From an optimization exercise on the open Yosys and OpenROAD flow, aimed at small area and a short achievable clock period; shortcuts taken in it are not production practice. Function was checked by simulation only, so behaviour that the tests miss may differ from the original.

==> job 207: inputs <==
// ssd1309_driver
module ssd1309_driver #(
    parameter int STARTUP_DELAY = 100,  
    parameter int FRAME_GAP     = 150   
) (
    input  logic     clk,
    input  logic     reset,
    input  logic     fb_we,    
    input  oled_pkg::fb_addr_t fb_addr,
    input  oled_pkg::byte_t    fb_data,
    output logic     sclk,     
    output logic     sdin,     
    output logic     res,
    output logic     cmd,      
    output logic     cs
);
clock: 11.0 ns
lec_check: 0
cap_margin: 20
core_margin: 2
core_utilization: 60
slew_margin: 20
synth_hierarchical: 1
synth_memory_max_bits: 16384
standard.sh (not shown) runs the stock make flow with config.mk's settings and CLKGATE_MAP_FILE= SYNTH_SCRIPT=/design/flow/synth_recipe.tcl, a recipe that flattens the netlist after the stock synthesis.
==> flow/flow/run.sh <==
#!/bin/bash
# Standard synthesis and layout, with sized port buffers, the output
# flip-flops and buffers pulled next to their pins after placement, a
# sparser clock tree without dummy loads, timing repair aimed below the
# clock period, more antenna repair rounds and a fanout cap of 64 for
# repair_design (flow/max_fanout.tcl). Each step's full log is in
# orfs/logs; make's own output is in synth.log, place.log and layout.log,
# the placement tweak's in pull_out_flops.log.
set -euo pipefail
KNOBS=(
    "BUFFER_PORTS_ARGS=-buffer_cell sky130_fd_sc_hd__buf_2"
    "CTS_ARGS=-sink_clustering_enable -repair_clock_nets -sink_clustering_size 28 -sink_clustering_max_diameter 100 -dont_use_dummy_load"
    SETUP_SLACK_MARGIN=7.45
    MAX_REPAIR_ANTENNAS_ITER_DRT=12
    MAX_REPAIR_ANTENNAS_ITER_GRT=12
    "PRE_RESIZE_TCL=$PWD/flow/max_fanout.tcl"
)
bash standard.sh synth > synth.log 2>&1
bash standard.sh "${KNOBS[@]}" place > place.log 2>&1
RES=orfs/results/$FLOW_PLATFORM/ssd1309_driver/base
ODB_IN=$RES/3_place.odb ODB_OUT=$RES/3_place_pulled.odb \
    openroad -no_init -exit flow/pull_out_flops.tcl > pull_out_flops.log 2>&1
mv $RES/3_place_pulled.odb $RES/3_place.odb
bash standard.sh "${KNOBS[@]}" finish > layout.log 2>&1
==> flow/flow/max_fanout.tcl <==
# Cap net fanout for repair_design, so that no net of the huge write-data
# and read-select fans is left with hundreds of pins.
set_max_fanout 64 [current_design]
==> flow/flow/pull_out_flops.tcl <==
# Move each output port's buffer and the flip-flop driving it next to the
# port's pin, then legalize. Reads and writes the ODB named by ODB_IN/ODB_OUT.
read_db $::env(ODB_IN)
set block [ord::get_db_block]
foreach bt [$block getBTerms] {
  if {[$bt getIoType] ne "OUTPUT"} { continue }
  set net [$bt getNet]
  set buf ""
  foreach it [$net getITerms] { if {[$it isOutputSignal]} { set buf [$it getInst] } }
  if {$buf eq ""} { continue }
  set in_net ""
  foreach it [$buf getITerms] { if {[$it isInputSignal] && [$it getNet] ne "NULL"} { set in_net [$it getNet] } }
  if {$in_net eq ""} { continue }
  set ff ""
  foreach it [$in_net getITerms] { if {[$it isOutputSignal]} { set ff [$it getInst] } }
  if {$ff eq "" || ![string match "*df*" [[$ff getMaster] getName]]} { continue }
  set pb [$bt getBBox]
  set px [expr {([$pb xMin] + [$pb xMax]) / 2}]
  set py [expr {([$pb yMin] + [$pb yMax]) / 2}]
  set core [$block getCoreArea]
  set x [expr {min(max($px, [$core xMin] + 2000), [$core xMax] - 12000)}]
  set y [expr {min(max($py, [$core yMin] + 2000), [$core yMax] - 6000)}]
  puts "move [$ff getName] and [$buf getName] to $x $y for [$bt getName] at $px $py"
  $buf setLocation $x $y
  $ff setLocation $x $y
}
detailed_placement
check_placement
write_db $::env(ODB_OUT)
==> inputs of job 660, as changes to job 207 <==
--- a/flow/design.v
+++ b/flow/design.v
@@ -58,33 +58,32 @@
     input  logic [GN-1:0]      rd_gsel,  
     output oled_pkg::byte_t    rd_data   
 );
     localparam int NB = oled_pkg::FB_BYTES;
     logic [NB-1:0][7:0] mem;
     logic               wr_en;
     oled_pkg::fb_addr_t wr_addr;
-    logic [31:0]        wr_lo_n;   
-    logic [31:0]        wr_hi_n;   
+    logic [31:0]        wr_lo;     
+    logic [31:0]        wr_hi;     
     oled_pkg::byte_t    wr_data;
     always_ff @(posedge clk) begin
         wr_en   <= fb_we;
         wr_addr <= fb_addr;
-        wr_lo_n <= fb_we ? ~(32'b1 << fb_addr[4:0]) : '1;
-        wr_hi_n <= ~(32'b1 << fb_addr[9:5]);
+        wr_lo   <= fb_we ? (32'b1 << fb_addr[4:0]) : 32'b0;
+        wr_hi   <= 32'b1 << fb_addr[9:5];
         wr_data <= fb_data;
     end
     for (genvar i = 0; i < NB; i++) begin : g_row
         always_ff @(posedge clk) begin
-            if (!(wr_lo_n[i % 32] || wr_hi_n[i / 32])) begin
+            if (wr_lo[i % 32] && wr_hi[i / 32]) begin
                 mem[i] <= wr_data;
             end
         end
     end
-    localparam int NP = (GN + 1) / 2;
-    logic [7:0][NP-1:0] rd_part;   
+    logic [7:0][GN-1:0] rd_grp_n;  
     logic               rd_hit;    
     oled_pkg::byte_t    rd_hit_data;
     for (genvar b = 0; b < 8; b++) begin : g_lane
         logic [GN-1:0] grp_n;
         for (genvar g = 0; g < GN; g++) begin : g_grp
             localparam int N = (NB - g*GM < GM) ? NB - g*GM : GM;
             logic [N-1:0] d;
@@ -94,22 +93,18 @@
             oled_fb_group #(.N(N)) u_grp (
                 .d    (d),
                 .msel (rd_msel[N-1:0]),
                 .gsel (rd_gsel[g]),
                 .y_n  (grp_n[g])
             );
         end
-        logic [2*NP-1:0] grp_pad;  
-        assign grp_pad = {{(2*NP - GN){1'b1}}, grp_n};
         always_ff @(posedge clk) begin
-            for (int q = 0; q < NP; q++) begin
-                rd_part[b][q] <= ~&grp_pad[2*q +: 2];
-            end
+            rd_grp_n[b] <= grp_n;
         end
-        assign rd_data[b] = rd_hit ? rd_hit_data[b] : |rd_part[b];
+        assign rd_data[b] = rd_hit ? rd_hit_data[b] : ~&rd_grp_n[b];
     end
     always_ff @(posedge clk) begin
         rd_hit      <= wr_en && wr_addr == rd_addr;
         rd_hit_data <= wr_data;
     end
 endmodule
 `timescale 1ns/1ps
@@ -242,15 +237,17 @@
                 end else begin
                     rd_msel <= {rd_msel[46:0], rd_msel[47]};
                     if (rd_msel[47]) begin
                         rd_gsel <= {rd_gsel[20:0], rd_gsel[21]};
                     end
                 end
             end
-            res   <= (state_nx != RESETTING);  
+            if (startup_done && (state == PRE_RESET || state == RESETTING)) begin
+                res <= (state == RESETTING);  
+            end
             if (sent) begin
                 tx_valid <= 1'b0;
             end else if (offer) begin
                 tx_valid <= 1'b1;
             end
         end
     end
@@ -269,60 +266,58 @@
     input  logic  tx_dc,     
     output logic  tx_ready,
     output logic  sclk,      
     output logic  sdin,      
     output logic  cs,        
     output logic  cmd        
 );
-    logic       busy, busy_nx;
-    logic [4:0] cnt, cnt_nx;      
-    logic [7:0] data, data_nx;    
-    logic       dc_n, dc_n_nx;    
+    logic       busy;
+    logic [4:0] cnt;     
+    logic [6:0] shreg;   
     logic       accept;
-    logic       shifting;         
     assign tx_ready = ~busy;
     assign accept   = tx_valid & ~busy;
-    always_comb begin
-        busy_nx = busy;
-        cnt_nx  = cnt;
-        data_nx = data;
-        dc_n_nx = dc_n;
+    always_ff @(posedge clk) begin
         if (accept) begin
-            busy_nx = 1'b1;
-            cnt_nx  = '0;
-            data_nx = tx_byte;
-            dc_n_nx = ~tx_dc;
-        end else if (busy) begin
-            cnt_nx = cnt + 1'b1;
-            if (cnt == 5'd17) begin
-                busy_nx = 1'b0;    
-            end
+            shreg <= tx_byte[6:0];
+        end else if (busy && cnt[0] && cnt < 5'd15) begin
+            shreg <= {shreg[5:0], 1'b0};  
         end
     end
-    assign shifting = busy_nx && (cnt_nx <= 5'd15);
-    always_ff @(posedge clk) begin
-        data <= data_nx;
-    end
     always_ff @(posedge clk) begin
         if (reset) begin
             busy <= 1'b0;
             cnt  <= '0;
-            dc_n <= 1'b1;
             cs   <= 1'b1;
             sclk <= 1'b0;
             sdin <= 1'b0;
             cmd  <= 1'b0;
-        end else begin
-            busy <= busy_nx;
-            cnt  <= cnt_nx;
-            dc_n <= dc_n_nx;
-            cs   <= ~shifting;
-            sclk <= shifting && cnt_nx[0];
-            sdin <= shifting && data_nx[3'd7 - cnt_nx[3:1]];
-            cmd  <= ~dc_n_nx;
+        end else if (accept) begin
+            busy <= 1'b1;
+            cnt  <= '0;
+            cs   <= 1'b0;        
+            sclk <= 1'b0;
+            sdin <= tx_byte[7];  
+            cmd  <= tx_dc;
+        end else if (busy) begin
+            cnt <= cnt + 1'b1;
+            if (cnt < 5'd15) begin
+                if (!cnt[0]) begin
+                    sclk <= 1'b1;      
+                end else begin
+                    sclk <= 1'b0;      
+                    sdin <= shreg[6];
+                end
+            end else if (cnt == 5'd15) begin
+                cs   <= 1'b1;          
+                sclk <= 1'b0;
+                sdin <= 1'b0;
+            end else if (cnt == 5'd17) begin
+                busy <= 1'b0;          
+            end
         end
     end
 endmodule
 `timescale 1ns/1ps
 module ssd1309_driver #(
     parameter int STARTUP_DELAY = 100,  
     parameter int FRAME_GAP     = 150   
==> flow/flow/run.sh (replaced) <==
#!/bin/bash
# Standard synthesis and layout, with sized port buffers, a sparser clock
# tree without dummy loads, and timing repair aimed below the clock period.
# Each step's full log is in orfs/logs; make's output in synth.log/layout.log.
set -euo pipefail
bash standard.sh synth > synth.log 2>&1
bash standard.sh \
    "BUFFER_PORTS_ARGS=-buffer_cell sky130_fd_sc_hd__buf_2" \
    "CTS_ARGS=-sink_clustering_enable -repair_clock_nets -sink_clustering_size 25 -sink_clustering_max_diameter 100 -dont_use_dummy_load" \
    SETUP_SLACK_MARGIN=7.2 \
    finish > layout.log 2>&1
removed: flow/flow/max_fanout.tcl
removed: flow/flow/pull_out_flops.tcl
==> flow_summary.toml <==
[outcome]
outcome = "no timing/DRC/antenna violations"

[logic_synthesis]
synth_top_area_share = 0.834
synth.distinct_cells = 76

[pwr]
p_seq_uw = 35500
The numbers above come from job 207.

==> flow_summary.toml <==
[route]
ant_nets = 1

[outcome]
outcome = "finished with violations"
violatedChecks = "antenna violations"

[logic_synthesis]
synth_top_area_share = 0.824
synth.distinct_cells = 66
The numbers above come from job 660.

## port drivers added, routing unchanged
In the flow no input, the clock included, has a driving cell. The finished layouts below were timed again as built, in two steps.
Step 1 sets driving cells, clkbuf_16 on the clock port and buf_2 on the other inputs (assumed; they add their load-dependent delay and slew).
Step 2 times the ports against the registers' clock, not the clock port: input delays grow and output delays shrink by t, the midpoint of the rising clock arrivals with the driver on.
a / b / c = ideal / step 1 / step 2; a / b = the first two.
run	t, ns	setup slack, ns	pins driven straight from the clock port
job 207	1.129	7.335 / 7.219 / 6.520	1
job 660	1.155	7.175 / 7.066 / 6.292	1
The setup slack of job 660, which loses most, moves by -0.109 ns with the drivers and by -0.883 ns with both steps.
